This design comes from an exercise in tuning for small area and a short achievable clock period on the open sky130 flow, not from production work.
Only simulation tests tie the RTL to the original design; equivalence was not proved.
Power is estimated from default activity; no workload was simulated.

==> flow/design.v <==
package isa_pkg;
    typedef logic [32-1:0] word_t;
    typedef logic [5-1:0] areg_t;
    typedef enum logic [1:0] {
        KIND_ALU    = 2'd0,
        KIND_BRANCH = 2'd1,
        KIND_JAL    = 2'd2
    } inst_kind_e;
endpackage
package rob_pkg;
    typedef logic [4-1:0] rob_idx_t;
    typedef logic [6-1:0] preg_t;
    typedef struct packed {
        logic [32-1:0]   pc;
        logic [1:0]         kind;
        logic               predicted_taken;
        logic [32-1:0]   branch_target;
        logic [5-1:0] dest_areg;
        preg_t              dest_preg;
    } rob_entry_t;
    localparam int ROB_ENTRY_W = 2*32 + 3 + 5 + 6;
endpackage
module rob_top (
    input  logic                clk,
    input  logic                rst,
    input  logic                dispatch_valid,
    output logic                dispatch_ready,
    output rob_pkg::rob_idx_t   dispatch_idx,
    input  isa_pkg::word_t      dispatch_pc,
    input  isa_pkg::inst_kind_e dispatch_kind,
    input  logic                dispatch_predicted_taken,
    input  isa_pkg::word_t      dispatch_branch_target,
    input  isa_pkg::areg_t      dispatch_dest_areg,
    input  rob_pkg::preg_t      dispatch_dest_preg,
    input  logic                cdb_valid,
    input  rob_pkg::rob_idx_t   cdb_rob_idx,
    input  isa_pkg::word_t      cdb_data,
    output logic                commit_valid,
    input  logic                commit_ready,
    output isa_pkg::word_t      commit_pc,
    output isa_pkg::word_t      commit_result,
    output isa_pkg::areg_t      commit_dest_areg,
    output rob_pkg::preg_t      commit_dest_preg,
    output logic                redirect_valid,
    output isa_pkg::word_t      redirect_target
);
    localparam int D  = 16;
    localparam int XW = 32;
    localparam int AW = 5;
    localparam int PW = 6;
    localparam int IW = 4;
    localparam int SW = XW + AW + PW + 2;    
    localparam int F  = D - 1;               
    logic [IW-1:0]  hp;         
    logic [IW-1:0]  hp1;        
    logic [IW-1:0]  tail;
    logic [IW-1:0]  fr, fw;     
    logic [IW:0]    count;
    logic           empty, one, full;    
    logic           jal_pend;   
    logic [F-1:0][SW-1:0] f_st;    
    logic [D-1:0][XW-1:0] s_res;
    logic [D-1:0]         s_done;
    logic [SW-1:0]  h_st;
    logic [XW-1:0]  h_res;
    logic           h_done;
    logic           h_mpv;
    logic [SW-1:0]  h_st_n;
    logic [XW-1:0]  h_res_n;
    logic           h_done_n;
    logic [D-1:0]   nsel, csel;
    logic [F-1:0]   fsel, fwsel;
    logic [SW-1:0]  n_st, d_st;
    logic [XW-1:0]  n_res, target;
    logic           n_done;
    logic [1:0]     h_mc, d_mc;
    logic           c_head, c_next;
    logic           commit_fire, flush, dispatch_fire;
    logic           d_jal0;
    logic [IW:0]    count_n;
    assign h_mc = h_st[1:0];
    assign commit_valid     = h_done;
    assign commit_pc        = h_st[SW-1 -: XW];
    assign commit_dest_areg = h_st[PW+2 +: AW];
    assign commit_dest_preg = h_st[2 +: PW];
    assign commit_result    = h_res;
    assign commit_fire    = h_done && commit_ready;
    assign flush          = h_mpv && commit_ready;
    assign dispatch_ready = !full && !flush;
    assign dispatch_fire  = dispatch_valid && dispatch_ready;
    assign dispatch_idx   = tail;
    assign d_jal0 = (dispatch_kind == isa_pkg::KIND_JAL) && !dispatch_predicted_taken;
    assign d_mc   = {((dispatch_kind == isa_pkg::KIND_BRANCH) && !dispatch_predicted_taken) || d_jal0,
                     ((dispatch_kind == isa_pkg::KIND_BRANCH) &&  dispatch_predicted_taken) || d_jal0};
    assign d_st   = {dispatch_pc, dispatch_dest_areg, dispatch_dest_preg, d_mc};
    always_comb begin
        n_st   = '0;
        n_res  = '0;
        n_done = 1'b0;
        for (int i = 0; i < F; i++) begin
            fsel[i] = (fr == IW'(i));
            n_st   = n_st   | ({SW{fsel[i]}} & f_st[i]);
        end
        for (int i = 0; i < D; i++) begin
            nsel[i] = (hp1 == IW'(i));
            n_res  = n_res  | ({XW{nsel[i]}} & s_res[i]);
            n_done = n_done | (nsel[i] & s_done[i]);
        end
    end
    assign c_head = cdb_valid && (cdb_rob_idx == hp);
    assign c_next = cdb_valid && (cdb_rob_idx == hp1);
    always_comb begin
        count_n = count;
        case ({dispatch_fire, commit_fire})
            2'b10:   count_n = count + 1'b1;
            2'b01:   count_n = count - 1'b1;
            default: count_n = count;
        endcase
        if (flush) begin
            count_n = '0;
        end
    end
    always_ff @(posedge clk) begin
        if (rst) begin
            hp             <= '0;
            hp1            <= IW'(1);
            tail           <= '0;
            fr             <= '0;
            fw             <= '0;
            count          <= '0;
            empty          <= 1'b1;
            one            <= 1'b0;
            full           <= 1'b0;
            redirect_valid <= 1'b0;
            jal_pend       <= 1'b0;
        end else begin
            redirect_valid <= flush;
            count          <= count_n;
            empty          <= (count_n == '0);
            one            <= (count_n == (IW+1)'(1));
            full           <= count_n[IW];
            if (commit_fire) begin
                hp  <= hp1;
                hp1 <= hp1 + 1'b1;
            end
            if (flush) begin
                tail     <= hp1;
                fr       <= '0;
                fw       <= '0;
                jal_pend <= 1'b0;
            end else begin
                if (commit_fire && !one) begin
                    fr <= (fr == IW'(F-1)) ? '0 : fr + 1'b1;
                end
                if (dispatch_fire && !empty && !(one && commit_fire)) begin
                    fw <= (fw == IW'(F-1)) ? '0 : fw + 1'b1;
                end
                if (dispatch_fire) begin
                    tail <= tail + 1'b1;
                end
                if (dispatch_fire && d_jal0) begin
                    jal_pend <= 1'b1;
                end
            end
        end
    end
    assign target = h_res[0] ? {h_res[XW-1:1], 1'b0} : h_st[SW-1 -: XW] + XW'(4);
    always_ff @(posedge clk) begin
        if (flush && (h_mc != 2'b11)) begin
            redirect_target <= target;
        end else if (dispatch_valid && !full && d_jal0 && !jal_pend) begin
            redirect_target <= dispatch_branch_target;
        end
    end
    always_comb begin
        h_st_n = h_st;
        if (empty || commit_fire) begin
            h_st_n = (empty || one) ? d_st : n_st;
        end
        h_res_n = h_res;
        if (commit_fire) begin
            h_res_n = (c_next && !n_done) ? cdb_data : n_res;
        end else if (c_head && !h_done) begin
            h_res_n = cdb_data;
        end
        h_done_n = h_done;
        if (rst || flush || empty) begin
            h_done_n = 1'b0;
        end else if (commit_fire) begin
            h_done_n = !one && (c_next || n_done);
        end else if (c_head) begin
            h_done_n = 1'b1;
        end
    end
    always_ff @(posedge clk) begin
        h_st   <= h_st_n;
        h_res  <= h_res_n;
        h_done <= h_done_n;
        h_mpv  <= h_done_n && (h_res_n[0] ? h_st_n[1] : h_st_n[0]);
    end
    always_comb begin
        for (int i = 0; i < F; i++) begin
            fwsel[i] = (fw == IW'(i)) && !full;
        end
    end
    always_ff @(posedge clk) begin
        for (int i = 0; i < F; i++) begin
            if (fwsel[i]) begin
                f_st[i] <= d_st;
            end
        end
    end
    always_comb begin
        for (int i = 0; i < D; i++) begin
            csel[i] = cdb_valid && (cdb_rob_idx == IW'(i));
        end
    end
    always_ff @(posedge clk) begin
        for (int i = 0; i < D; i++) begin
            if ((tail == IW'(i)) && !full) begin
                s_done[i] <= 1'b0;
            end else if (csel[i]) begin
                s_done[i] <= 1'b1;
            end
            if (csel[i] && !s_done[i]) begin
                s_res[i] <= cdb_data;
            end
        end
    end
endmodule
==> flow/flow/run.sh <==
#!/bin/bash
# The standard layout, with two changes to how it is made:
#  - the port buffers start as buf_2 instead of the resizer's default choice
#    (a delay cell); timing repair still resizes them as it needs;
#  - clock tree synthesis inserts no dummy loads.
set -euo pipefail
export BUFFER_PORTS_ARGS="-buffer_cell sky130_fd_sc_hd__buf_2"
export CTS_ARGS="-sink_clustering_enable -repair_clock_nets -dont_use_dummy_load"
bash standard.sh > standard_flow.log 2>&1
==> flow/standard.sh <==
#!/bin/bash
# synth_recipe.tcl (not shown) runs the flow's synth.tcl, then flattens the netlist and writes it again
# the make line also repeats each setting of config.mk as NAME=value (left out here)
make -C /OpenROAD-flow-scripts/flow DESIGN_CONFIG=/design/flow/config.mk WORK_HOME=/design/flow/orfs CLKGATE_MAP_FILE= SYNTH_SCRIPT=/design/flow/synth_recipe.tcl "${@:-finish}"
==> flow/config.mk <==
export PLATFORM = sky130hd
export DESIGN_NAME = rob_top
export DESIGN_NICKNAME = rob_top
export VERILOG_FILES = /design/flow/design.v
export SDC_FILE = /design/flow/constraint.sdc
export NUM_CORES = 4
export LEC_CHECK = 0
export CAP_MARGIN = 20
export CORE_MARGIN = 2
export CORE_UTILIZATION = 55
export SETUP_SLACK_MARGIN = 2.3
export SLEW_MARGIN = 20
==> flow/constraint.sdc <==
create_clock -name core_clock -period 4.5 [get_ports {clk}]
set_input_delay 0.9000 -clock core_clock [delete_from_list [all_inputs] [get_ports {clk}]]
set_output_delay 0.9000 -clock core_clock [all_outputs]
set_load 0.01 [all_outputs]
==> results of run 1 <==
==> cell usage after synthesis (18+ instances only) <==
cell      count  area share
nor2_1      168       0.012
nand3_1      49      0.0048
dfxtp_1      50       0.019
nand2_1     232       0.017
a22oi_1     224       0.033
a222oi_1     89       0.017
a22o_1       60       0.010
a21oi_1     109       0.011
nor2b_1      24      0.0029
and3_1       23      0.0028
nand4_1      23      0.0028
xor2_1       26      0.0044
clkbuf_1     90      0.0066
nand2b_1     21      0.0026
buf_1        23      0.0017
mux2i_1      48      0.0093
o21ai_0     111       0.011
a221oi_1     73       0.012
a31oi_1      25      0.0030
inv_1        18      0.0013
edfxtp_1   1293        0.75
buf_2        73      0.0071
mux2_2       52       0.011
nor3_1       35      0.0034
==> logic make-up (layout without fill, tap and decap cells) <==
logic type,Yosys count,in the layout
AO/OA/AOI/OAI,830,830
XOR/XNOR,42,42
adder cells (fa/ha/maj),14,14
buffers and inverters,215,755
flip-flops,1343,1343
multiplexers,105,105
other,0,4
AND/OR/NAND/NOR,616,619
==> routing by layer <==
metal  GRT usage  vias to the layer above  wire, um
met4      0.1518                       32      7452
met2      0.5933                     2038     83790
met5           0                        -       195
met1      0.4417                    17060     61160
li1            -                    13840         -
met3     0.07043                      448     16470
==> path summary, 6_finish.rpt <==
path	start	endpoint	slack, ns	cells past startpoint
setup reg to reg	hp1[0]	h_mpv	1.97	12
setup / recovery	hp1[0]	h_mpv	1.97	12
hold / removal	dispatch_branch_target[12]	redirect_target[12]	0.45	3
hold reg to reg	hp[2]	hp[2]	0.48	2
==> critical path, stage by stage, from the launching register on <==
cell and delay [ns]:
dfxtp_4 0.41, inv_6 0.06, ha_4 0.19, buf_12 0.13, a22oi_2 0.25, o22ai_2 0.12, a211oi_4 0.28, buf_4 0.16
a31o_4 0.18, nor4_2 0.06, buf_4 0.14, o31a_1 0.28, o21a_1 0.16
==> flip-flops by register name (all words and copies together), names as in the netlist, 4 cells and up <==
name and cells:
s_res 512, h_res 32, tail 4, h_st 45, fr 4, fw 4, s_done 16, redirect_target 32
f_st 675, hp1 4, count 4, hp 4
==> report_power, final <==
part	internal (mW)	switching, mW	leakage [nW]
clock	5.33	4.25	1.69
sequential	14.0	0.178	12.2
combinational	0.586	1.06	7.11
==> metrics by stage <==
| stage | cells | utilization | setup slack (ns) | area, um2 |
|---|---|---|---|---|
| 2_1_floorplan | 3165 | - | 1.501 | 51870 |
| 4_1_cts | 4900 | 0.6567 | 2.030 | 61110 |
| 6_report | 4966 | 0.6686 | 1.970 | 62210 |
| 3_5_place_dp | 4567 | 0.5891 | 1.011 | 54820 |
| 3_3_place_gp | 4567 | 0.5891 | 1.001 | 54820 |
| 5_1_grt | 4963 | 0.6685 | 1.882 | 62210 |
==> cell type report <==
class                      count  area [um2]  share of cell area
sequential                  1343       39890              0.6412
multi-input combinational   1610       12060              0.1939
inverter                      19       88.84            0.001428
antenna                        4       10.01           0.0001609
tap                         1254        1569             0.02522
timing repair buffer         599        5165             0.08302
clock buffer                 137        3428             0.05511
==> what timing repair did <==
action	4_1_cts	5_1_grt
buffers inserted	185	61
endpoints found under the setup margin	884	524
resized for setup	285	151
cloned	11	1
hold buffers	0	0
pin swaps	57	94
==> out/results.txt, run 1 <==
main combinational cell family by area after synthesis = compound AO/OA/AOI/OAI gates
Slew Viols, Final = 0
Finish-stage setup viols = 0
leakage = 21.00 nW
Post-Syn Nets = 3298
pwr dens = 408.6 nW/um2
CTS tree = yes
overall routing resource usage = 0.3506
Sink Count = 1343
drt first pass iters = 9
worst hold path type = in -> reg
Critical Path RT = 5.11 ns
number of flops mapped to enable cells by yosys = 1293
IO Pins = 233
DRC violations left = 0
most frequent cells in the layout = edfxtp_1 (1293), buf_4 (234), a22oi_1 (219)
Critical Path AT = 3.14 ns
status = timing/DRC/antenna clean
Rows = 112
commonest non-fill, non-tap cell in the layout = edfxtp_1
H-tree level count = 4
final wirelength = 169.1 mm
clk buf depth = 3
clock slew at reported path FFs = 0.07 ns
period utilization = 0.5622
largest net degree at the start of global routing = 50
crit path max fanout = 5
Starting Density = 0.5530
Worst slew margin = 0.2531
Clock Latency Late Sink = 0.75 ns
share of the yosys chip area belonging to registers = 0.7740
via count of the first global-routing pass = 32410
RSZ-0062 raised after global routing = yes
setup TNS = 0 ns
post-synthesis compound-gate area fraction = 0.1200
Setup CP Type = reg -> reg
CP Capture Type = flip-flop
Routed Antenna Nets = 0
CTS Buf Count = 137
initial DRC count = 4860
CP startpoint kind = flip-flop
Synth Flop Type = edfxtp_1
final hold violations = 0
adder-cell area share of the yosys netlist = 0.003550
synthesized cell area = 51460 um2
IO buf count = 232
slew at the pin with the worst max-slew slack = 1.119 ns
initial antenna violation count = 21
Die W = 309.9 um
die area = 96020 um2
WL per Instance = 34.05 um
overflow left after global routing = 0
Hold WS = 0.4489 ns
first-pass GRT wire length = 234.6 mm
fraction of the mapped netlist area in simple logic gates = 0.05408
Synth Area in XOR/XNOR = 0.007149
asr flop ratio synth = 0
synth warn = 1
Mapped Cells = 3165
chip height = 309.9 um
Max Cap Viol = 0
Cell variety after synth = 80
area of the core = 93050 um2
Synth Register Bits = 1343
share of post-route cells with drive strength above 1 = 0.2805
Pwr Total = 25.42 mW
max frequency = 0.3953 GHz
Filler cells = 6433
vias post-DR = 33410
Via-to-Cell Ratio = 6.729
clk root buf = clkbuf_16
Worst VDD drop = 370.9 uV
clock skew = 0.05214 ns
Final #Nets = 3843
Area Overhead vs Synth = 20.90%
mux contribution to synthesized area = 0.02276
Final min period = 2.530 ns
Avg Inst Size Synth = 16.26 um2
dpl hpwl = 90.95 mm
GPL Wtd Cong = 0.8434
==> run 2: changes to the inputs <==
--- a/flow/design.v
+++ b/flow/design.v
@@ -51,3 +51,3 @@
     localparam int IW = 4;
-    localparam int SW = XW + AW + PW + 2;    
+    localparam int SW = XW + AW + PW;        
     localparam int F  = D - 1;               
@@ -63,2 +63,4 @@
     logic [D-1:0]         s_done;
+    logic [D-1:0][1:0]    s_mc;      
+    logic [D-1:0]         s_mpd;     
     logic [SW-1:0]  h_st;
@@ -67,2 +69,4 @@
     logic           h_mpv;
+    logic [1:0]     h_mc, h_mc_n;
+    logic           h_mpv_n;
     logic [SW-1:0]  h_st_n;
@@ -74,4 +78,5 @@
     logic [XW-1:0]  n_res, target;
-    logic           n_done;
-    logic [1:0]     h_mc, d_mc;
+    logic           n_done, n_mpd;
+    logic [1:0]     n_mc, d_mc;
+    logic [D-1:0]   wsel;
     logic           c_head, c_next;
@@ -80,7 +85,6 @@
     logic [IW:0]    count_n;
-    assign h_mc = h_st[1:0];
     assign commit_valid     = h_done;
     assign commit_pc        = h_st[SW-1 -: XW];
-    assign commit_dest_areg = h_st[PW+2 +: AW];
-    assign commit_dest_preg = h_st[2 +: PW];
+    assign commit_dest_areg = h_st[PW +: AW];
+    assign commit_dest_preg = h_st[0 +: PW];
     assign commit_result    = h_res;
@@ -94,3 +98,3 @@
                      ((dispatch_kind == isa_pkg::KIND_BRANCH) &&  dispatch_predicted_taken) || d_jal0};
-    assign d_st   = {dispatch_pc, dispatch_dest_areg, dispatch_dest_preg, d_mc};
+    assign d_st   = {dispatch_pc, dispatch_dest_areg, dispatch_dest_preg};
     always_comb begin
@@ -99,2 +103,4 @@
         n_done = 1'b0;
+        n_mpd  = 1'b0;
+        n_mc   = '0;
         for (int i = 0; i < F; i++) begin
@@ -107,2 +113,4 @@
             n_done = n_done | (nsel[i] & s_done[i]);
+            n_mpd  = n_mpd  | (nsel[i] & s_mpd[i]);
+            n_mc   = n_mc   | ({2{nsel[i]}} & s_mc[i]);
         end
@@ -176,4 +184,6 @@
         h_st_n = h_st;
+        h_mc_n = h_mc;
         if (empty || commit_fire) begin
             h_st_n = (empty || one) ? d_st : n_st;
+            h_mc_n = (empty || one) ? d_mc : n_mc;
         end
@@ -193,2 +203,11 @@
         end
+        if (rst || flush || empty) begin
+            h_mpv_n = 1'b0;
+        end else if (commit_fire) begin
+            h_mpv_n = !one && ((c_next && !n_done) ? (cdb_data[0] ? n_mc[1] : n_mc[0]) : n_mpd);
+        end else if (c_head && !h_done) begin
+            h_mpv_n = cdb_data[0] ? h_mc[1] : h_mc[0];
+        end else begin
+            h_mpv_n = h_mpv;
+        end
     end
@@ -198,3 +217,4 @@
         h_done <= h_done_n;
-        h_mpv  <= h_done_n && (h_res_n[0] ? h_st_n[1] : h_st_n[0]);
+        h_mc   <= h_mc_n;
+        h_mpv  <= h_mpv_n;
     end
@@ -217,5 +237,12 @@
     end
-    always_ff @(posedge clk) begin
-        for (int i = 0; i < D; i++) begin
-            if ((tail == IW'(i)) && !full) begin
+    always_comb begin
+        for (int i = 0; i < D; i++) begin
+            wsel[i]  = (tail == IW'(i)) && !full;
+            s_mpd[i] = s_done[i] && (s_res[i][0] ? s_mc[i][1] : s_mc[i][0]);
+        end
+    end
+    always_ff @(posedge clk) begin
+        for (int i = 0; i < D; i++) begin
+            if (wsel[i]) begin
+                s_mc[i]   <= d_mc;
                 s_done[i] <= 1'b0;
--- a/flow/config.mk
+++ b/flow/config.mk
@@ -9,4 +9,6 @@
 export CORE_MARGIN = 2
-export CORE_UTILIZATION = 55
-export SETUP_SLACK_MARGIN = 2.3
+export CORE_UTILIZATION = 62
+export CTS_CLUSTER_DIAMETER = 100
+export CTS_CLUSTER_SIZE = 24
+export SETUP_SLACK_MARGIN = 2.1
 export SLEW_MARGIN = 20
==> out/results.txt, run 2 <==
Area Overhead vs Synth = 17.78%
Filler cells = 4920 (-24%)
Synth top area share = 0.7544 (about the same)
asr flop ratio synth = 0 (unchanged)
most instantiated library cell after synthesis = edfxtp_1
Critical Path RT = 4.98 ns (-0.13 ns)
IO buf count = 232 (unchanged)
worst hold path type = in -> reg
Clock Latency Late Sink = 0.72 ns (-0.03 ns)
CP startpoint kind = flip-flop
setup TNS = 0 ns (unchanged)
commonest non-fill, non-tap cell in the layout = edfxtp_1
Avg Inst Size Synth = 16.31 um2 (+0.34%)
vias post-DR = 33830 (+1.3%)
Hold WS = 0.4600 ns (+0.01106 ns)
largest stage delay on the critical path = 0.39 ns (-0.02 ns)
most used cell along the critical path = buf_12
CP startpoint = hp1[0]
Synth area leader = edfxtp_1
Critical Path AT = 3.05 ns (-0.09 ns)
period utilization = 0.5716 (+0.009389)
IO Pins = 233 (unchanged)
mux contribution to synthesized area = 0.01983 (-0.002925)
Synth Flop Type = edfxtp_1
Worst Path Buf+Inv = 6 (+2)
main combinational cell family by area after synthesis = compound AO/OA/AOI/OAI gates
CTS Buf Count = 134 (-2.2%)
Setup CP Type = reg -> reg
Routed Antenna Nets = 0 (unchanged)
pwr dens = 410.4 nW/um2 (+0.44%)
GPL Wtd Cong = 0.8937 (+6.0%)
share of the yosys chip area belonging to registers = 0.7726 (-0.001368)
Die W = 292.7 um (-5.6%)
Synth top cells by count = edfxtp_1 (1298), a22oi_1 (240), nand2_1 (190)
clock slew at reported path FFs = 0.06 ns (about the same)
fraction of the mapped netlist area in simple logic gates = 0.06120 (+0.007121)
hold buffers post-CTS = 0 (unchanged)
Area contributors post-synth = edfxtp_1 (75%), a22oi_1 (3.5%), dfxtp_1 (1.8%)
Starting Density = 0.6282 (+0.07520)
chip height = 292.7 um (-5.6%)
Worst VDD drop = 356.3 uV (-3.9%)
synth warn = 1 (unchanged)
share of post-route cells with drive strength above 1 = 0.2431 (-0.03738)
Mapped Cells = 3167 (+0.063%)
Synth Register Bits = 1345 (+0.15%)
leakage = 20.33 nW (-3.2%)
Final min period = 2.572 ns (+0.04225 ns)
largest net degree at the start of global routing = 62 (+24%)
number of flops mapped to enable cells by yosys = 1298 (+0.39%)
clk buf depth = 3 (unchanged)
Cell variety after synth = 78 (-2.5%)
drt first pass iters = 8 (-1)
final hold violations = 0 (unchanged)
final wirelength = 171.2 mm (+1.3%)
overall routing resource usage = 0.3956 (+0.04498)
clk root buf = clkbuf_16
Max Cap Viol = 0 (unchanged)
Finish-stage setup viols = 0 (unchanged)
slew at the pin with the worst max-slew slack = 1.050 ns (-0.06952 ns)
Final #Nets = 3755 (-2.3%)
post-synthesis compound-gate area fraction = 0.1167 (-0.003389)
Largest register FFs = 645 (-4.4%)
RSZ-0062 raised after global routing = yes
delay-heaviest family, CP = buffers and inverters
clock skew = 0.05473 ns (+0.002587 ns)
Sink Count = 1345 (+0.15%)
largest reg by FF count = f_st
dpl hpwl = 97.00 mm (+6.7%)
crit path max fanout = 8 (+3)
Reg-to-Reg Start = hp1[0]
Worst slew margin = 0.2864 (+0.03330)
CTS tree = yes
Slew Viols, Final = 0 (unchanged)
Rows = 105 (-6.3%)
DRC violations left = 0 (unchanged)
critical-path cell list = buf_6 -> ha_4 -> buf_12 -> a22oi_2 -> a22o_1 -> o211a_4 -> a21oi_4 -> buf_12 -> buf_12 -> buf_16 -> buf_12 -> nand4_1 -> o21a_1
die area = 85660 um2 (-11%)
Via-to-Cell Ratio = 7.203 (+7.0%)
most frequent cells in the layout = edfxtp_1 (1298), a22oi_1 (236), buf_2 (230)
Post-Syn Nets = 3300 (+0.061%)
initial DRC count = 5073 (+4.4%)
max frequency = 0.3888 GHz (-1.6%)
adder-cell area share of the yosys netlist = 0.003536 (-0.00001427)
initial antenna violation count = 10 (-52%)
area of the core = 82240 um2 (-12%)
overflow left after global routing = 0 (unchanged)
Synth Area in XOR/XNOR = 0.007798 (+0.0006494)
status = timing/DRC/antenna clean
first-pass GRT wire length = 236.6 mm (+0.86%)
WL per Instance = 36.46 um (+7.1%)
hold wc startpoint = dispatch_branch_target[7]
CP Capture Type = flip-flop
Largest regs = f_st x645, s_res x512, h_st x43
H-tree level count = 4 (unchanged)
via count of the first global-routing pass = 32630 (+0.68%)
Max stage delay cell, worst path = dfxtp_4
synthesized cell area = 51660 um2 (+0.40%)
## run 2: cell count changes after synthesis, sizes merged, moves of 11 or more
cell    delta
nand2     -42
a22oi     +16
a222oi    -21
a22o      +23
nand4     +16
nand3     +32
a32oi     +12
a21oi     -26
a221o     +11
## run 2: kinds of logic after synthesis
kind of cell	count (synthesis)
xor+xnor	46
simple gates	648
mux	97
flops	1345
buf+inv	215
compound gates	802
fa+ha+maj	14
## run 2: timing repair
item	CTS	global route
buffers inserted	94	47
pin swaps	24	39
endpoints found under the setup margin	275	214
hold endpoints to repair	0	0
gates cloned	10	2
gates resized for setup	127	125
## run 2: where the power goes
group,switching (mW),total [mW],internal (mW)
registers,0.223,14.3,14.1
clock network,4.18,9.39,5.21
logic,0.877,1.30,0.419
total,5.28,25.0,19.7
## run 2: layout make-up
type                       count  area (um2)  area share
multi-input combinational   1608       11990      0.1971
antenna                        7       17.52   0.0002879
tap                         1070        1339     0.02200
inverter                      19       87.58    0.001439
sequential                  1345       39960      0.6566
timing repair buffer         514        4105     0.06747
clock buffer                 134        3353     0.05511
## run 2: worst register-to-register path: stages, from the launching register on
cell     delay [ns]
dfxtp_4        0.39
buf_6          0.11
ha_4           0.20
buf_12         0.16
a22oi_2        0.06
a22o_1         0.24
o211a_4        0.28
a21oi_4        0.14
buf_12         0.18
buf_12         0.12
buf_16         0.16
buf_12         0.12
nand4_1        0.07
o21a_1         0.13
## run 2: routing by layer
metal,GRT usage,up-vias,wire length [um],part of all wire
met2,0.6480,2693,82850,0.48
met5,0,-,74,0.00043
met4,0.2005,10,9534,0.056
met3,0.08916,534,20800,0.12
li1,-,13700,-,-
met1,0.5014,16890,57980,0.34
## run 2: through the flow
stage	instances	utilization	total power, mW	worst slack, ns	instance area, um2
2_1_floorplan	3167	-	14.99	1.361	52110
5_1_grt	4692	0.7397	25.53	1.930	60840
3_3_place_gp	4403	0.6672	15.64	1.126	54870
3_5_place_dp	4403	0.6672	15.67	1.118	54870
4_1_cts	4641	0.7281	24.91	1.999	59880
6_report	4697	0.7399	24.97	1.928	60850
## run 2: worst paths after layout
| kind | endpoint | slack [ns] | depth (start not counted) |
|---|---|---|---|
| min reg2reg | h_done | 0.48 | 1 |
| max reg2reg | h_res[12] | 1.93 | 13 |
| min | redirect_target[7] | 0.46 | 3 |
| max | h_res[12] | 1.93 | 13 |
==> run 3: changes to the inputs <==
==> flow/run.sh (new file) <==
#!/bin/bash
# synth_recipe.tcl (not shown) runs the flow's synth.tcl, then flattens the netlist and writes it again
# the make line also repeats each setting of config.mk as NAME=value (left out here)
make -C /OpenROAD-flow-scripts/flow DESIGN_CONFIG=/design/flow/config.mk WORK_HOME=/design/flow/orfs CLKGATE_MAP_FILE= SYNTH_SCRIPT=/design/flow/synth_recipe.tcl finish
removed: flow/flow/run.sh
removed: flow/standard.sh
==> out/results.txt, run 3 <==
status = timing/DRC/antenna clean
most used cell along the critical path = buf_12
clk buf depth = 3 (unchanged)
CTS tree = yes
crit path max fanout = 8 (unchanged)
slew at the pin with the worst max-slew slack = 1.012 ns (-0.03788 ns)
Starting Density = 0.6282 (unchanged)
Area Overhead vs Synth = 18.61%
Post-Syn Nets = 3300 (unchanged)
Worst Path Buf+Inv = 4 (-2)
overall routing resource usage = 0.3910 (-0.004596)
Worst VDD drop = 404.8 uV (+14%)
delay-heaviest family, CP = compound AO/OA/AOI/OAI gates
final wirelength = 170.7 mm (-0.32%)
Synth top cells by count = edfxtp_1 (1298), a22oi_1 (240), nand2_1 (190)
number of flops mapped to enable cells by yosys = 1298 (unchanged)
Largest regs = f_st x645, s_res x512, h_st x43
GPL Wtd Cong = 0.9020 (+0.93%)
period utilization = 0.5926 (+0.02096)
asr flop ratio synth = 0 (unchanged)
synth warn = 1 (unchanged)
pwr dens = 362.9 nW/um2 (-12%)
most frequent cells in the layout = edfxtp_1 (1298), a22oi_1 (239), buf_4 (232)
critical-path cell list = buf_12 -> mux2_2 -> a222oi_1 -> o211a_1 -> a21oi_4 -> buf_12 -> buf_12 -> buf_16 -> nand4_1 -> o21a_1
Placed Instances = 4406 (+0.068%)
WL per Instance = 36.29 um (-0.45%)
Max stage delay cell, worst path = a222oi_1
Final #Nets = 3745 (-0.27%)
synthesized cell area = 51660 um2 (unchanged)
Synth area leader = edfxtp_1
Clock Latency Late Sink = 0.65 ns (-0.07 ns)
vias post-DR = 33980 (+0.43%)
clk root buf = clkbuf_16
Slew Viols, Final = 0 (unchanged)
most instantiated library cell after synthesis = edfxtp_1
Avg Inst Size Synth = 16.31 um2 (unchanged)
Area contributors post-synth = edfxtp_1 (75%), a22oi_1 (3.5%), dfxtp_1 (1.8%)
via count of the first global-routing pass = 32510 (-0.35%)
max frequency = 0.3750 GHz (-3.5%)
pre-CTS setup slack = 0.6976 ns (-0.4206 ns)
initial antenna violation count = 13 (+3)
largest net degree at the start of global routing = 62 (unchanged)
Setup CP Type = reg -> reg
Finish-stage setup viols = 0 (unchanged)
clock slew at reported path FFs = 0.10 ns (+0.04 ns)
CTS Buf Count = 66 (-51%)
hold buffers post-CTS = 0 (unchanged)
Cell variety after synth = 78 (unchanged)
worst hold path type = reg -> reg
Via-to-Cell Ratio = 7.225 (+0.30%)
Routed Antenna Nets = 0 (unchanged)
Final min period = 2.667 ns (+0.09431 ns)
Die W = 292.7 um (unchanged)
IO buf count = 232 (unchanged)
Placed Area = 56170 um2 (+2.4%)
Design Area, Final = 61280 um2 (+0.71%)
commonest non-fill, non-tap cell in the layout = edfxtp_1
largest reg by FF count = f_st
Critical Path RT = 5.01 ns (+0.03 ns)
Hold WS = 0.4997 ns (+0.03974 ns)
leakage = 20.13 nW (-1.0%)
setup TNS = 0 ns (unchanged)
Final WS setup = 1.833 ns (-0.09431 ns)
Synth top area share = 0.7544 (unchanged)
Mapped Cells = 3167 (unchanged)
clock skew = 0.02789 ns (-0.02684 ns)
Synth Register Bits = 1345 (unchanged)
H-tree level count = 3 (-1)
share of the yosys chip area belonging to registers = 0.7726 (unchanged)
Worst slew margin = 0.3255 (+0.03909)
Rows = 105 (unchanged)
dpl hpwl = 96.22 mm (-0.81%)
Finished Layout Cells = 4703 (+0.13%)
Largest register FFs = 645 (unchanged)
overflow left after global routing = 0 (unchanged)
Max Cap Viol = 0 (unchanged)
Synth Flop Type = edfxtp_1
CP startpoint kind = flip-flop
CP Capture Type = flip-flop
initial DRC count = 5379 (+6.0%)
chip height = 292.7 um (unchanged)
share of post-route cells with drive strength above 1 = 0.1898 (-0.05329)
final hold violations = 0 (unchanged)
DRC violations left = 0 (unchanged)
area of the core = 82240 um2 (unchanged)
first-pass GRT wire length = 235.9 mm (-0.27%)
die area = 85660 um2 (unchanged)
Critical Path AT = 3.18 ns (+0.13 ns)
RSZ-0062 raised after global routing = yes
largest stage delay on the critical path = 0.53 ns (+0.14 ns)
IO Pins = 233 (unchanged)
drt first pass iters = 9 (+1)
Sink Count = 1345 (unchanged)
[run 3: report_power, final]
group | total, mW | leakage, nW | internal (mW) | switching [mW]
combinational | 1.43 | 7.04 | 0.524 | 0.901
clock | 6.57 | 0.883 | 2.76 | 3.81
sequential | 14.2 | 12.2 | 14.0 | 0.206
[run 3: worst paths after layout]
kind	start	to	slack (ns)	cells past startpoint
worst max-delay path	hp1[2]	h_res[23]	1.83	10
worst min-delay path	hp[1]	hp[1]	0.50	2
worst max register to register	hp1[2]	h_res[23]	1.83	10
worst min register to register	hp[1]	hp[1]	0.50	2
[run 3: cell families after synthesis]
family / count (synthesis) / synth area share
simple gates: 648 / 0.06120
xor+xnor: 46 / 0.007798
fa+ha+maj: 14 / 0.003536
flops: 1345 / 0.7726
mux: 97 / 0.01983
compound gates: 802 / 0.1167
buf+inv: 215 / 0.01833
[run 3: layer usage]
| layer | up-vias | wire, um | GRT usage |
|---|---|---|---|
| li1 | 13690 | - | - |
| met1 | 17070 | 57690 | 0.5096 |
| met2 | 2692 | 81760 | 0.6367 |
| met3 | 512 | 21410 | 0.08165 |
| met4 | 16 | 9721 | 0.1851 |
| met5 | - | 96 | 0 |
[run 3: cell type report]
class / instances / area [um2]
flip-flops and latches: 1345 / 39970
fillers: 4946 / 20960
multi-input cells: 1609 / 12290
repair buffers: 571 / 5779
clock buffers: 79 / 1722
well taps: 1070 / 1339
clock inverters: 7 / 97.59
inverters: 19 / 78.83
diodes: 3 / 7.507
[run 3: tightest hold or removal path, cell delays in order, from the launching register on]
cell     delay, ns
dfxtp_1       0.34
nand2_1       0.06
a21oi_1       0.06
[run 3: metrics by stage]
| stage | utilization | power [mW] |
|---|---|---|
| 4_1_cts | 0.7321 | 22.14 |
| 3_3_place_gp | 0.6829 | 15.76 |
| 3_5_place_dp | 0.6830 | 15.80 |
| 6_report | 0.7451 | 22.24 |
| 2_1_floorplan | - | 14.99 |
| 5_1_grt | 0.7451 | 22.74 |
[run 3: timing repair]
item                                    4_1_cts  5_1_grt
cloned                                        8        6
resized for setup                           371      120
endpoints found under the setup margin      946      592
setup buffers                               146       48
pin swaps                                    41       50
==> run 4: changes to the inputs <==
--- a/flow/design.v
+++ b/flow/design.v
@@ -55,2 +55,4 @@
     logic [IW-1:0]  hp1;        
+    logic [IW-1:0]  hp2;        
+    logic           nd;         
     logic [IW-1:0]  tail;
@@ -78,3 +80,3 @@
     logic [XW-1:0]  n_res, target;
-    logic           n_done, n_mpd;
+    logic           n2_done, n_mpd, nd_n;
     logic [1:0]     n_mc, d_mc;
@@ -102,3 +104,3 @@
         n_res  = '0;
-        n_done = 1'b0;
+        n2_done = 1'b0;
         n_mpd  = 1'b0;
@@ -112,3 +114,3 @@
             n_res  = n_res  | ({XW{nsel[i]}} & s_res[i]);
-            n_done = n_done | (nsel[i] & s_done[i]);
+            n2_done = n2_done | ((hp2 == IW'(i)) & s_done[i]);
             n_mpd  = n_mpd  | (nsel[i] & s_mpd[i]);
@@ -134,2 +136,3 @@
             hp1            <= IW'(1);
+            hp2            <= IW'(2);
             tail           <= '0;
@@ -151,3 +154,4 @@
                 hp  <= hp1;
-                hp1 <= hp1 + 1'b1;
+                hp1 <= hp2;
+                hp2 <= hp2 + 1'b1;
             end
@@ -191,3 +195,3 @@
         if (commit_fire) begin
-            h_res_n = (c_next && !n_done) ? cdb_data : n_res;
+            h_res_n = nd ? n_res : cdb_data;
         end else if (c_head && !h_done) begin
@@ -199,3 +203,3 @@
         end else if (commit_fire) begin
-            h_done_n = !one && (c_next || n_done);
+            h_done_n = !one && (c_next || nd);
         end else if (c_head) begin
@@ -206,3 +210,3 @@
         end else if (commit_fire) begin
-            h_mpv_n = !one && ((c_next && !n_done) ? (cdb_data[0] ? n_mc[1] : n_mc[0]) : n_mpd);
+            h_mpv_n = !one && (nd ? n_mpd : (c_next && (cdb_data[0] ? n_mc[1] : n_mc[0])));
         end else if (c_head && !h_done) begin
@@ -213,3 +217,6 @@
     end
-    always_ff @(posedge clk) begin
+    assign nd_n = commit_fire ? (!(((tail == hp2) && !full)) && ((cdb_valid && (cdb_rob_idx == hp2)) || n2_done))
+                              : (!(((tail == hp1) && !full)) && (c_next || nd));
+    always_ff @(posedge clk) begin
+        nd     <= nd_n;
         h_st   <= h_st_n;
--- a/flow/config.mk
+++ b/flow/config.mk
@@ -7,3 +7,3 @@
 export LEC_CHECK = 0
-export CAP_MARGIN = 20
+export CAP_MARGIN = 10
 export CORE_MARGIN = 2
@@ -13,2 +13,2 @@
 export SETUP_SLACK_MARGIN = 2.1
-export SLEW_MARGIN = 20
+export SLEW_MARGIN = 10
==> out/results.txt, run 4 <==
Routed Antenna Nets = 0 (unchanged)
Largest register FFs = 645 (unchanged)
Synth Area in XOR/XNOR = 0.009734 (+0.001936)
Final min period = 2.466 ns (-0.2001 ns)
Net Sw Power = 4.923 mW (+0.20%)
Synth Flop Type = edfxtp_1
chip height = 294.1 um (+0.50%)
hold buffers post-CTS = 0 (unchanged)
Clock Latency Late Sink = 0.67 ns (+0.02 ns)
dpl hpwl = 99.87 mm (+3.8%)
drt first pass iters = 7 (-2)
Via-to-Cell Ratio = 7.176 (-0.67%)
die area = 86510 um2 (+1.0%)
Starting Density = 0.6246 (-0.003618)
clock skew = 0.04116 ns (+0.01327 ns)
clock slew at reported path FFs = 0.09 ns (about the same)
Comb power frac = 0.065 (about the same)
Synth Register Bits = 1350 (+0.37%)
overall routing resource usage = 0.3937 (+0.002717)
M2 GR Usage = 0.6513 (+0.01459)
initial DRC count = 5294 (-1.6%)
GPL Wtd Cong = 0.9184 (+1.8%)
IO Pins = 233 (unchanged)
IO buf count = 232 (unchanged)
WL per Instance = 36.31 um (about the same)
Clock power frac = 0.297 (+0.002)
Mapped Cells = 3205 (+1.2%)
Max Cap Viol = 0 (unchanged)
overflow left after global routing = 0 (unchanged)
Area Overhead vs Synth = 15.71%
H-tree level count = 3 (unchanged)
synthesized cell area = 52190 um2 (+1.0%)
Critical Path AT = 2.92 ns (-0.26 ns)
Synth top cells by count = edfxtp_1 (1298), a22oi_1 (265), nand2_1 (193)
Critical Path RT = 4.95 ns (-0.06 ns)
mux contribution to synthesized area = 0.02000 (+0.0001609)
clk buf depth = 3 (unchanged)
Die W = 294.1 um (+0.50%)
pwr dens = 369.4 nW/um2 (+1.8%)
GRT met3 Usage = 0.07281 (-0.008835)
crit path max fanout = 9 (+1)
initial antenna violation count = 15 (+2)
Finish-stage setup viols = 0 (unchanged)
period utilization = 0.5481 (-0.04446)
CTS tree = yes
worst hold path type = reg -> reg
area of the core = 83560 um2 (+1.6%)
final hold violations = 0 (unchanged)
CP startpoint kind = flip-flop
largest net degree at the start of global routing = 63 (+1.6%)
max frequency = 0.4054 GHz (+8.1%)
clk root buf = clkbuf_16
main combinational cell family by area after synthesis = compound AO/OA/AOI/OAI gates
Synth top area share = 0.7469 (-0.007561)
GRT Max-Usage Layer = met2
via count of the first global-routing pass = 32800 (+0.87%)
final wirelength = 170.5 mm (about the same)
slew at the pin with the worst max-slew slack = 1.178 ns (+0.1666 ns)
number of flops mapped to enable cells by yosys = 1298 (unchanged)
setup TNS = 0 ns (unchanged)
Sink Count = 1350 (+0.37%)
pre-CTS setup slack = 0.7639 ns (+0.06628 ns)
share of post-route cells with drive strength above 1 = 0.1605 (-0.02933)
Worst slew margin = 0.2136 (-0.1119)
commonest non-fill, non-tap cell in the layout = edfxtp_1
RSZ-0062 raised after global routing = yes
largest reg by FF count = f_st
Setup CP Type = reg -> reg
CP Capture Type = flip-flop
synth warn = 1 (unchanged)
adder-cell area share of the yosys netlist = 0.003500 (-0.00003543)
post-synthesis compound-gate area fraction = 0.1181 (+0.001444)
met1 Usage GRT = 0.4958 (-0.01384)
Area contributors post-synth = edfxtp_1 (75%), a22oi_1 (3.8%), dfxtp_1 (2.0%)
Final WS setup = 2.034 ns (+0.2001 ns)
Hold WS = 0.4869 ns (-0.01284 ns)
most instantiated library cell after synthesis = edfxtp_1
Worst VDD drop = 348.4 uV (-14%)
Cell variety after synth = 84 (+7.7%)
fraction of the mapped netlist area in simple logic gates = 0.06224 (+0.001041)
Pwr Total = 22.30 mW (+0.31%)
CTS Buf Count = 66 (unchanged)
Post-Syn Nets = 3338 (+1.2%)
share of the yosys chip area belonging to registers = 0.7668 (-0.005825)
leakage = 19.61 nW (-2.6%)
Avg Inst Size Synth = 16.28 um2 (-0.19%)
vias post-DR = 33700 (-0.82%)
Largest regs = f_st x645, s_res x512, h_st x43
asr flop ratio synth = 0 (unchanged)
first-pass GRT wire length = 238.2 mm (+0.94%)
Slew Viols, Final = 0 (unchanged)
most frequent cells in the layout = edfxtp_1 (1298), a22oi_1 (265), buf_4 (187)
status = timing/DRC/antenna clean
Rows = 106 (+0.95%)
Sequential Power Share = 0.639 (-0.002)
Switching Fraction = 0.2207 (-0.0002296)
Synth area leader = edfxtp_1
Final #Nets = 3713 (-0.85%)
DRC violations left = 0 (unchanged)
internal power = 17.38 mW (+0.34%)
run 4: path summary, 6_finish.rpt:
path,slack [ns],end,depth (start not counted),start
hold reg to reg,0.49,hp[1],2,hp[1]
hold / removal,0.49,hp[1],2,hp[1]
setup reg to reg,2.03,h_st[11],7,fr[0]
setup / recovery,2.03,h_st[11],7,fr[0]
run 4: cell families after synthesis:
logic type	count (synthesis)
AO/OA/AOI/OAI	816
XOR/XNOR	58
adder cells (fa/ha/maj)	14
buffers and inverters	217
flip-flops	1350
multiplexers	96
AND/OR/NAND/NOR	654
run 4: per-layer routing:
metal | share of wire | vias to the layer above | wire length, um
met5 | 0.00045 | - | 76
met4 | 0.064 | 12 | 10970
met3 | 0.11 | 563 | 18350
met2 | 0.49 | 2404 | 82880
met1 | 0.34 | 17010 | 58240
li1 | - | 13710 | -
run 4: critical path, cell delays in order (launching register included):
cell      delay [ns]
dfxtp_4         0.40
buf_4           0.15
buf_4           0.14
nor2_1          0.77
a22o_1          0.25
a222oi_1        0.11
and3_1          0.21
a41oi_1         0.23
run 4: what timing repair did:
item / CTS / global route
setup buffers: 117 / 14
cloned: 5 / 1
gates resized for setup: 266 / 78
pin swaps: 35 / 28
setup endpoints to repair: 992 / 795
run 4: area by class of cell:
cell class                      instances  area, um2
Multi-Input combinational cell       1640      12110
Tap cell                             1080       1351
Timing Repair Buffer                  505       4920
Fill cell                            5339      23170
Clock inverter                          8      93.84
Sequential cell                      1350      40070
Clock buffer                           88       1755
Antenna cell                            8      20.02
Inverter                               17      67.56
run 4: power by group through the flow:
stage / combinational (mW) / sequential [mW] / clock, mW
after floorplan: 0.477 / 14.5 / 0
after global placement: 1.17 / 14.6 / 0
after detailed placement: 1.20 / 14.6 / 0
after CTS: 1.38 / 14.2 / 6.62
after global routing: 1.52 / 14.3 / 7.01
final: 1.44 / 14.3 / 6.61
run 4: stage by stage:
stage               utilization  area [um2]  instances
floorplan                     -       52460       3205
CTS                      0.7183       60020       4673
global placement         0.6783       56680       4455
global route             0.7226       60380       4693
detailed placement       0.6783       56680       4455
finish                   0.7227       60390       4696
==> run 5: changes to the inputs <==
--- a/flow/config.mk
+++ b/flow/config.mk
@@ -7,3 +7,3 @@
 export LEC_CHECK = 0
-export CAP_MARGIN = 10
+export CAP_MARGIN = 20
 export CORE_MARGIN = 2
@@ -13,2 +13,2 @@
 export SETUP_SLACK_MARGIN = 2.1
-export SLEW_MARGIN = 10
+export SLEW_MARGIN = 20
==> out/results.txt, run 5 <==
Setup CP Type = reg -> reg
IO buf count = 232 (unchanged)
Area Overhead vs Synth = 15.71% (unchanged)
overall routing resource usage = 0.3937 (unchanged)
clock slew at reported path FFs = 0.09 ns (about the same)
GPL Wtd Cong = 0.9184 (unchanged)
Via-to-Cell Ratio = 7.176 (unchanged)
Critical Path RT = 4.95 ns (about the same)
Critical Path AT = 2.92 ns (about the same)
asr flop ratio synth = 0 (unchanged)
CTS Buf Count = 66 (unchanged)
commonest non-fill, non-tap cell in the layout = edfxtp_1
Finish-stage setup viols = 0 (unchanged)
Worst slew margin = 0.2136 (unchanged)
Worst VDD drop = 348.4 uV (unchanged)
Final #Nets = 3713 (unchanged)
pwr dens = 369.4 nW/um2 (unchanged)
Rows = 106 (unchanged)
Die W = 294.1 um (unchanged)
Area contributors post-synth = edfxtp_1 (75%), a22oi_1 (3.8%), dfxtp_1 (2.0%)
Slew Viols, Final = 0 (unchanged)
worst hold path type = reg -> reg
largest reg by FF count = f_st
slew at the pin with the worst max-slew slack = 1.178 ns (unchanged)
Pwr Total = 22.30 mW (unchanged)
Routed Antenna Nets = 0 (unchanged)
Final WS setup = 2.034 ns (unchanged)
period utilization = 0.5481 (unchanged)
DRC violations left = 0 (unchanged)
H-tree level count = 3 (unchanged)
Mapped Cells = 3205 (unchanged)
number of flops mapped to enable cells by yosys = 1298 (unchanged)
IO Pins = 233 (unchanged)
status = timing/DRC/antenna clean
max frequency = 0.4054 GHz (unchanged)
Post-Syn Nets = 3338 (unchanged)
area of the core = 83560 um2 (unchanged)
hold buffers post-CTS = 0 (unchanged)
synthesized cell area = 52190 um2 (unchanged)
leakage = 19.61 nW (unchanged)
Final min period = 2.466 ns (unchanged)
crit path max fanout = 9 (unchanged)
Design Area, Final = 60390 um2 (unchanged)
reg2reg setup slack = 2.03 ns (about the same)
WL per Instance = 36.31 um (unchanged)
Hold WS = 0.4869 ns (unchanged)
CTS tree = yes
dpl hpwl = 99.87 mm (unchanged)
Placed Instances = 4455 (unchanged)
synth warn = 1 (unchanged)
Max Cap Viol = 0 (unchanged)
setup TNS = 0 ns (unchanged)
chip height = 294.1 um (unchanged)
Clock Latency Late Sink = 0.67 ns (about the same)
RSZ-0062 raised after global routing = yes
most instantiated library cell after synthesis = edfxtp_1
Placed Area = 56680 um2 (unchanged)
CP startpoint kind = flip-flop
initial antenna violation count = 15 (unchanged)
clk buf depth = 3 (unchanged)
final wirelength = 170.5 mm (unchanged)
vias post-DR = 33700 (unchanged)
Synth Register Bits = 1350 (unchanged)
Synth area leader = edfxtp_1
drt first pass iters = 7 (unchanged)
Sink Count = 1350 (unchanged)
CP Capture Type = flip-flop
Filler cells = 5339 (unchanged)
Finished Layout Cells = 4696 (unchanged)
Largest register FFs = 645 (unchanged)
Avg Inst Size Synth = 16.28 um2 (unchanged)
share of post-route cells with drive strength above 1 = 0.1605 (unchanged)
pre-CTS setup slack = 0.7639 ns (unchanged)
initial DRC count = 5294 (unchanged)
clock skew = 0.04116 ns (unchanged)
most frequent cells in the layout = edfxtp_1 (1298), a22oi_1 (265), buf_4 (187)
via count of the first global-routing pass = 32800 (unchanged)
die area = 86510 um2 (unchanged)
clk root buf = clkbuf_16
Starting Density = 0.6246 (unchanged)
first-pass GRT wire length = 238.2 mm (unchanged)
share of the yosys chip area belonging to registers = 0.7668 (unchanged)
Cell variety after synth = 84 (unchanged)
final hold violations = 0 (unchanged)
overflow left after global routing = 0 (unchanged)
largest net degree at the start of global routing = 63 (unchanged)
Largest regs = f_st x645, s_res x512, h_st x43
Synth top cells by count = edfxtp_1 (1298), a22oi_1 (265), nand2_1 (193)
final core utilization = 0.7227 (unchanged)
Synth top area share = 0.7469 (unchanged)
Synth Flop Type = edfxtp_1
[run 5: cell type report]
cell class | count | area, um2 | area share
flip-flops and latches | 1350 | 40070 | 0.6635
multi-input cells | 1640 | 12110 | 0.2006
repair buffers | 505 | 4920 | 0.08147
clock buffers | 88 | 1755 | 0.02907
well taps | 1080 | 1351 | 0.02238
clock inverters | 8 | 93.84 | 0.001554
inverters | 17 | 67.56 | 0.001119
diodes | 8 | 20.02 | 0.0003315
[run 5: worst paths after layout]
kind                            cells after the start  startpoint        to
worst max-delay path                                7       fr[0]  h_st[11]
worst min-delay path                                2       hp[1]     hp[1]
worst min register to register                      2       hp[1]     hp[1]
worst max register to register                      7       fr[0]  h_st[11]
[run 5: timing repair]
item	CTS	global route
pin swaps	35	28
endpoints found under the setup margin	992	795
gates resized for setup	266	78
setup buffers	117	14
cloned	5	1
[run 5: kinds of logic after synthesis]
group | after synthesis | synth area share
compound gates | 816 | 0.1181
fa+ha+maj | 14 | 0.003500
mux | 96 | 0.01999
flops | 1350 | 0.7668
simple gates | 654 | 0.06224
buf+inv | 217 | 0.01961
xor+xnor | 58 | 0.009734
[run 5: critical path: stages, from the launching register on]
cell and delay, ns:
dfxtp_4 0.40, buf_4 0.15, buf_4 0.14, nor2_1 0.77, a22o_1 0.25, a222oi_1 0.11, and3_1 0.21, a41oi_1 0.23
[run 5: where the power goes]
part / internal, mW / switching (mW) / leakage [nW]
clock network: 2.79 / 3.82 / 0.889
registers: 14.1 / 0.192 / 12.2
logic: 0.529 / 0.909 / 6.48
[run 5: routing by layer]
metal  vias up  track usage  wire [um]
li1      13710            -          -
met1     17010       0.4958      58240
met2      2404       0.6513      82880
met3       563      0.07281      18350
met4        12       0.2171      10970
met5         -            0         76
==> run 6: changes to the inputs <==
==> flow/flow/run.sh (new file) <==
#!/bin/bash
# The standard layout, with two changes to how it is made:
#  - the port buffers start as buf_2 instead of the resizer's default choice
#    (a delay cell); timing repair still resizes them as it needs;
#  - clock tree synthesis clusters up to 24 sinks per leaf buffer and inserts
#    no dummy loads.
set -euo pipefail
export BUFFER_PORTS_ARGS="-buffer_cell sky130_fd_sc_hd__buf_2"
export CTS_ARGS="-sink_clustering_enable -repair_clock_nets -dont_use_dummy_load -sink_clustering_size 24 -sink_clustering_max_diameter 100"
bash standard.sh > standard_flow.log 2>&1
==> flow/standard.sh (new file) <==
#!/bin/bash
# synth_recipe.tcl (not shown) runs the flow's synth.tcl, then flattens the netlist and writes it again
# the make line also repeats each setting of config.mk as NAME=value (left out here)
make -C /OpenROAD-flow-scripts/flow DESIGN_CONFIG=/design/flow/config.mk WORK_HOME=/design/flow/orfs CLKGATE_MAP_FILE= SYNTH_SCRIPT=/design/flow/synth_recipe.tcl "${@:-finish}"
--- a/flow/config.mk
+++ b/flow/config.mk
@@ -9,5 +9,3 @@
 export CORE_MARGIN = 2
-export CORE_UTILIZATION = 62
-export CTS_CLUSTER_DIAMETER = 100
-export CTS_CLUSTER_SIZE = 24
+export CORE_UTILIZATION = 70
 export SETUP_SLACK_MARGIN = 2.1
removed: flow/run.sh
==> out/results.txt, run 6 <==
status = timing/DRC/antenna clean
Placed Area = 55250 um2 (-2.5%)
Starting Density = 0.7046 (+0.07997)
Setup CP Type = reg -> reg
Max stage delay cell, worst path = nor2b_2
largest stage delay on the critical path = 0.55 ns (-0.22 ns)
CP endpoint = h_st[17]
most frequent cells in the layout = edfxtp_1 (1298), a22oi_1 (264), buf_2 (231)
Die W = 277.0 um (-5.8%)
initial DRC count = 6072 (+15%)
WL per Instance = 37.31 um (+2.8%)
critical-path cell list = clkbuf_4 -> buf_4 -> buf_8 -> nor2b_2 -> a32oi_1 -> o2111ai_1 -> nor3_1 -> o21ai_2
Worst VDD drop = 341.8 uV (-1.9%)
Final #Nets = 3728 (+0.40%)
CP startpoint = fr[1]
Synth Register Bits = 1350 (unchanged)
drt first pass iters = 8 (+1)
Rows = 100 (-5.7%)
most instantiated library cell after synthesis = edfxtp_1
largest reg by FF count = f_st
Area Overhead vs Synth = 13.54%
IO Pins = 233 (unchanged)
clk buf depth = 3 (unchanged)
setup TNS = 0 ns (unchanged)
CP startpoint kind = flip-flop
RR Endpoint = h_st[17]
synth warn = 1 (unchanged)
chip height = 277.0 um (-5.8%)
Synth Flop Type = edfxtp_1
die area = 76750 um2 (-11%)
CTS tree = yes
Synth top area share = 0.7469 (unchanged)
RSZ-0062 raised after global routing = yes
Area contributors post-synth = edfxtp_1 (75%), a22oi_1 (3.8%), dfxtp_1 (2.0%)
CP Capture Type = flip-flop
Final min period = 2.566 ns (+0.09996 ns)
final wirelength = 170.5 mm (about the same)
Synth top cells by count = edfxtp_1 (1298), a22oi_1 (265), nand2_1 (193)
CTS Buf Count = 66 (unchanged)
Critical Path AT = 3.00 ns (+0.08 ns)
clk root buf = clkbuf_16
IO buf count = 232 (unchanged)
synthesized cell area = 52190 um2 (unchanged)
H-tree level count = 3 (unchanged)
leakage = 19.54 nW (-0.34%)
GPL Wtd Cong = 0.9312 (+1.4%)
clock slew at reported path FFs = 0.10 ns (about the same)
slew at the pin with the worst max-slew slack = 1.121 ns (-0.05749 ns)
Worst slew margin = 0.2520 (+0.03837)
Mapped Cells = 3205 (unchanged)
initial antenna violation count = 16 (+1)
Slew Viols, Final = 0 (unchanged)
max frequency = 0.3896 GHz (-3.9%)
Largest regs = f_st x645, s_res x512, h_st x43
share of post-route cells with drive strength above 1 = 0.2288 (+0.06830)
reg2reg path depth = 8 (+1)
Max Cap Viol = 0 (unchanged)
final hold violations = 0 (unchanged)
hold depth = 2 (unchanged)
largest net degree at the start of global routing = 61 (-3.2%)
Avg Inst Size Synth = 16.28 um2 (unchanged)
Pwr Total = 21.77 mW (-2.4%)
asr flop ratio synth = 0 (unchanged)
period utilization = 0.5703 (+0.02221)
worst hold path type = reg -> reg
Cell variety after synth = 84 (unchanged)
Sink Count = 1350 (unchanged)
Clock Latency Late Sink = 0.65 ns (-0.02 ns)
Routed Antenna Nets = 0 (unchanged)
commonest non-fill, non-tap cell in the layout = edfxtp_1
overflow left after global routing = 0 (unchanged)
Critical Path RT = 4.94 ns (about the same)
hold buffers post-CTS = 0 (unchanged)
share of the yosys chip area belonging to registers = 0.7668 (unchanged)
DRC violations left = 0 (unchanged)
vias post-DR = 34620 (+2.7%)
overall routing resource usage = 0.4381 (+0.04439)
dpl hpwl = 97.92 mm (-2.0%)
pwr dens = 367.5 nW/um2 (-0.51%)
area of the core = 74070 um2 (-11%)
Synth area leader = edfxtp_1
Post-Syn Nets = 3338 (unchanged)
Finish-stage setup viols = 0 (unchanged)
Design Area, Final = 59260 um2 (-1.9%)
reg2reg setup slack = 1.93 ns (-0.10 ns)
Via-to-Cell Ratio = 7.573 (+5.5%)
crit path max fanout = 14 (+5)
via count of the first global-routing pass = 33630 (+2.5%)
Largest register FFs = 645 (unchanged)
Reg-to-Reg Start = fr[1]
clock skew = 0.05052 ns (+0.009362 ns)
number of flops mapped to enable cells by yosys = 1298 (unchanged)
first-pass GRT wire length = 236.8 mm (-0.55%)
==> run 6: cell count changes in the layout (fill, tap and decap cells not counted), sizes merged <==
cell	before	now
inv	19	14
buf	272	513
clkbuf	98	70
dlygate4sd2	88	0
clkdlybuf4s15	19	0
clkinvlp	3	2
clkinv	3	1
diode	8	9
clkdlybuf4s50	113	0
==> run 6: repair_timing <==
item,4_1_cts,5_1_grt
setup endpoints to repair,573,233
cloned,5,3
buffers inserted,89,69
resized for setup,99,88
pin swaps,25,45
==> run 6: power breakdown <==
| group | switching [mW] | internal, mW |
|---|---|---|
| Clock | 3.63 | 2.64 |
| Combinational | 0.810 | 0.372 |
| Sequential | 0.267 | 14.1 |
==> run 6: layer usage <==
layer / part of all wire / track usage
met1: 0.31 / 0.5460
met2: 0.47 / 0.7097
met3: 0.13 / 0.08977
met4: 0.080 / 0.2816
met5: 0.00032 / 0
==> run 6: logic make-up (layout without fill, tap and decap cells) <==
| logic type | after synthesis | after routing | share of synthesized area |
|---|---|---|---|
| muxes | 96 | 96 | 0.01999 |
| AOI/OAI and AO/OA | 816 | 816 | 0.1181 |
| buffers and inverters | 217 | 603 | 0.01961 |
| other | 0 | 9 | 0 |
| adders and majority gates | 14 | 14 | 0.003500 |
| and+or+nand+nor | 654 | 656 | 0.06224 |
| DFF | 1350 | 1350 | 0.7668 |
| xor gates and xnor gates | 58 | 58 | 0.009734 |
==> run 6: through the flow <==
| step | hold WS, ns | instances | utilization | setup WS [ns] |
|---|---|---|---|---|
| after detailed placement | 0.4744 | 4330 | 0.7459 | 0.8898 |
| after global placement | 0.4609 | 4330 | 0.7459 | 0.9491 |
| after CTS | 0.4878 | 4490 | 0.7861 | 1.928 |
| final | 0.4914 | 4571 | 0.8000 | 1.934 |
| after floorplan | 0.4481 | 3205 | - | 1.425 |
| after global routing | 0.5017 | 4568 | 0.7999 | 1.949 |
==> run 6: cell type report <==
type / instances / area (um2)
Sequential cell: 1350 / 40060
Tap cell: 969 / 1212
Timing Repair Buffer: 520 / 4031
Inverter: 17 / 72.57
Clock buffer: 66 / 1652
Antenna cell: 9 / 22.52
Fill cell: 3948 / 14820
Multi-Input combinational cell: 1640 / 12210
==> run 6: how the worst min path moves through the flow <==
stage          start     to  slack [ns]
2_1_floorplan  hp[0]  hp[0]        0.45
3_3_place_gp   hp[0]  hp[0]        0.46
3_5_place_dp   hp[0]  hp[0]        0.47
4_1_cts        hp[0]  hp[0]        0.49
5_1_grt        hp[0]  hp[0]        0.50
6_report       hp[2]  hp[2]        0.49
==> run 6: critical path: cells and delay by family, from the launching register on <==
family	cells	cell delay, ns
compound gates	3	0.79
buf+inv	3	0.51
flops	1	0.40
simple gates	2	0.65
==> run 7: changes to the inputs <==
--- a/flow/config.mk
+++ b/flow/config.mk
@@ -9,3 +9,3 @@
 export CORE_MARGIN = 2
-export CORE_UTILIZATION = 70
+export CORE_UTILIZATION = 62
 export SETUP_SLACK_MARGIN = 2.1
==> out/results.txt, run 7 <==
max frequency = 0.4029 GHz (+3.4%)
synth warn = 1 (unchanged)
most frequent cells in the layout = edfxtp_1 (1298), a22oi_1 (265), buf_2 (232)
reg2reg setup slack = 2.02 ns (+0.08 ns)
Post-Syn Nets = 3338 (unchanged)
Max stage delay cell, worst path = nor2b_2
largest stage delay on the critical path = 0.65 ns (+0.10 ns)
Critical Path RT = 4.93 ns (about the same)
Final WS setup = 2.018 ns (+0.08449 ns)
Final #Nets = 3680 (-1.3%)
area of the core = 83560 um2 (+13%)
CP startpoint = fr[2]
Synth top cells by count = edfxtp_1 (1298), a22oi_1 (265), nand2_1 (193)
Switching Fraction = 0.2170 (+0.0008382)
Clock Latency Late Sink = 0.65 ns (about the same)
status = timing/DRC/antenna clean
Comb power frac = 0.054 (about the same)
IO buf count = 232 (unchanged)
commonest non-fill, non-tap cell in the layout = edfxtp_1
drt first pass iters = 7 (-1)
clock slew at reported path FFs = 0.10 ns (about the same)
Cell variety after synth = 84 (unchanged)
DRC violations left = 0 (unchanged)
Rows = 106 (+6.0%)
Synth area leader = edfxtp_1
CP endpoint = h_st[17]
RSZ-0062 raised after global routing = yes
Via-to-Cell Ratio = 7.200 (-4.9%)
share of the yosys chip area belonging to registers = 0.7668 (unchanged)
RR Endpoint = h_st[17]
Largest regs = f_st x645, s_res x512, h_st x43
Finish-stage setup viols = 0 (unchanged)
Net Sw Power = 4.726 mW (+0.40%)
synthesized cell area = 52190 um2 (unchanged)
overall routing resource usage = 0.3881 (-0.05001)
Max Cap Viol = 0 (unchanged)
Final min period = 2.482 ns (-0.08449 ns)
CTS Buf Count = 66 (unchanged)
clk root buf = clkbuf_16
Synth Flop Type = edfxtp_1
Worst VDD drop = 312.6 uV (-8.5%)
H-tree level count = 3 (unchanged)
final wirelength = 168.9 mm (-0.94%)
via count of the first global-routing pass = 32220 (-4.2%)
Setup CP Type = reg -> reg
WL per Instance = 36.44 um (-2.3%)
CP Capture Type = flip-flop
first-pass GRT wire length = 235.1 mm (-0.73%)
Reg-to-Reg Start = fr[2]
GPL Wtd Cong = 0.9362 (+0.54%)
largest reg by FF count = f_st
internal power = 17.05 mW (about the same)
Sequential Power Share = 0.657 (about the same)
Clock power frac = 0.289 (about the same)
overflow left after global routing = 0 (unchanged)
leakage = 19.16 nW (-1.9%)
number of flops mapped to enable cells by yosys = 1298 (unchanged)
final hold violations = 0 (unchanged)
chip height = 294.1 um (+6.2%)
die area = 86510 um2 (+13%)
period utilization = 0.5515 (-0.01878)
clk buf depth = 3 (unchanged)
CP startpoint kind = flip-flop
pre-CTS setup slack = 0.7360 ns (-0.1538 ns)
Critical Path AT = 2.91 ns (-0.09 ns)
Starting Density = 0.6246 (-0.07997)
CTS tree = yes
Mapped Cells = 3205 (unchanged)
Worst slew margin = 0.2589 (+0.006896)
Area Overhead vs Synth = 12.35%
Largest register FFs = 645 (unchanged)
dpl hpwl = 102.4 mm (+4.6%)
clock skew = 0.04785 ns (-0.002676 ns)
Avg Inst Size Synth = 16.28 um2 (unchanged)
largest net degree at the start of global routing = 45 (-26%)
crit path max fanout = 19 (+5)
IO Pins = 233 (unchanged)
Die W = 294.1 um (+6.2%)
worst hold path type = reg -> reg
Slew Viols, Final = 0 (unchanged)
Placed Instances = 4454 (+2.9%)
Area contributors post-synth = edfxtp_1 (75%), a22oi_1 (3.8%), dfxtp_1 (2.0%)
asr flop ratio synth = 0 (unchanged)
initial DRC count = 5123 (-16%)
vias post-DR = 33380 (-3.6%)
slew at the pin with the worst max-slew slack = 1.112 ns (-0.009139 ns)
pwr dens = 371.4 nW/um2 (+1.1%)
most instantiated library cell after synthesis = edfxtp_1
share of post-route cells with drive strength above 1 = 0.2141 (-0.01467)
Synth top area share = 0.7469 (unchanged)
initial antenna violation count = 24 (+8)
Synth Register Bits = 1350 (unchanged)
critical-path cell list = buf_8 -> nor2b_2 -> a32oi_1 -> o2111ai_1 -> nor3_2 -> o21ai_2
Sink Count = 1350 (unchanged)
Finished Layout Cells = 4636 (+1.4%)
Pwr Total = 21.78 mW (about the same)
setup TNS = 0 ns (unchanged)
Routed Antenna Nets = 0 (unchanged)
reg2reg path depth = 6 (-2)
==> run 7: worst min-delay path by stage <==
stage	start	end	slack [ns]	depth (start not counted)
after floorplan	hp[0]	hp[0]	0.45	2
after detailed placement	hp[1]	hp[1]	0.47	2
after CTS	hp[1]	hp[1]	0.48	2
after global placement	hp[1]	hp[1]	0.47	2
after global routing	hp[1]	hp[1]	0.51	2
final	hp[1]	hp[1]	0.48	2
==> run 7: final cells by class <==
| type | count | area [um2] |
|---|---|---|
| Multi-Input combinational cell | 1638 | 12070 |
| Fill cell | 5544 | 24920 |
| Inverter | 17 | 67.56 |
| Tap cell | 1080 | 1351 |
| Clock buffer | 66 | 1652 |
| Timing Repair Buffer | 474 | 3406 |
| Antenna cell | 11 | 27.53 |
| Sequential cell | 1350 | 40060 |
==> run 7: critical path, delay by kind of cell (launching register included) <==
kind / cells / cell delay, ns
AND/OR/NAND/NOR: 2 / 0.74
buffers and inverters: 1 / 0.27
flip-flops: 1 / 0.49
AO/OA/AOI/OAI: 3 / 0.76
==> run 7: routing by layer <==
| metal | track usage | share of wire | vias up |
|---|---|---|---|
| li1 | - | - | 13620 |
| met2 | 0.6496 | 0.49 | 2437 |
| met1 | 0.4910 | 0.34 | 16810 |
| met3 | 0.07175 | 0.11 | 489 |
| met4 | 0.1918 | 0.054 | 26 |
| met5 | 0 | 0.00098 | - |
==> run 7: repair_timing <==
| action | in CTS | in global routing |
|---|---|---|
| gates resized for setup | 93 | 50 |
| cloned | 0 | 1 |
| hold buffers | 0 | 0 |
| buffers inserted | 78 | 25 |
| setup endpoints to repair | 526 | 268 |
| pin swaps | 25 | 27 |
==> run 7: power groups by stage <==
stage	Combinational, mW	Sequential (mW)	Clock, mW
CTS	1.15	14.3	6.32
finish	1.17	14.3	6.30
floorplan	0.477	14.5	0
global placement	1.07	14.6	0
global route	1.24	14.3	6.73
detailed placement	1.09	14.6	0
==> run 7: stage by stage <==
stage	utilization	area, um2	hold slack, ns
6_report	0.7017	58630	0.4813
5_1_grt	0.7016	58620	0.5069
4_1_cts	0.6964	58190	0.4815
3_5_place_dp	0.6642	55500	0.4711
3_3_place_gp	0.6642	55500	0.4660
2_1_floorplan	-	52460	0.4481
==> run 7: kinds of logic (layout without fill, tap and decap cells) <==
kind of cell / after synthesis / count (layout) / share of synthesized area
flops: 1350 / 1350 / 0.7668
compound gates: 816 / 816 / 0.1181
simple gates: 654 / 654 / 0.06224
buf+inv: 217 / 557 / 0.01961
mux: 96 / 96 / 0.01999
xor+xnor: 58 / 58 / 0.009734
fa+ha+maj: 14 / 14 / 0.003500
other cells: 0 / 11 / 0

## static timing again, ports no longer ideal
In the flow no input, the clock included, has a driving cell. The finished layouts below were timed again as built, in two steps.
Step 1 (the two cells are an assumption about what drives the block):
set clk [get_ports {clk}]
set_driving_cell -lib_cell sky130_fd_sc_hd__clkbuf_16 $clk
set_driving_cell -lib_cell sky130_fd_sc_hd__buf_2 [delete_from_list [all_inputs] $clk]
Step 2 times the ports against the registers' clock, not the clock port: input delays grow and output delays shrink by t, the midpoint of the rising clock arrivals with the driver on.
Three values: no drivers, after step 1, after step 2; two values: the first two.
| run | t, ns | setup slack, ns | hold WS [ns] |
|---|---|---|---|
| run 1 | 0.797 | 1.970 / 1.970 / 1.341 | 0.449 / 0.395 / 0.483 |
| run 2 | 0.769 | 1.928 / 1.924 / 1.440 | 0.460 / 0.414 / 0.479 |
| run 3 | 0.710 | 1.833 / 1.833 / 1.297 | 0.500 / 0.500 / 0.500 |
| run 4 | 0.716 | 2.034 / 2.034 / 1.470 | 0.487 / 0.487 / 0.487 |
| run 5 | 0.716 | 2.034 / 2.034 / 1.470 | 0.487 / 0.487 / 0.487 |
| run 6 | 0.694 | 1.934 / 1.934 / 1.473 | 0.491 / 0.491 / 0.491 |
| run 7 | 0.688 | 2.018 / 2.018 / 1.518 | 0.481 / 0.481 / 0.481 |
After both steps setup and hold are still met in every run listed. The setup slack of run 1, which loses most, moves by 0.000 ns with the drivers and by -0.629 ns with both steps.
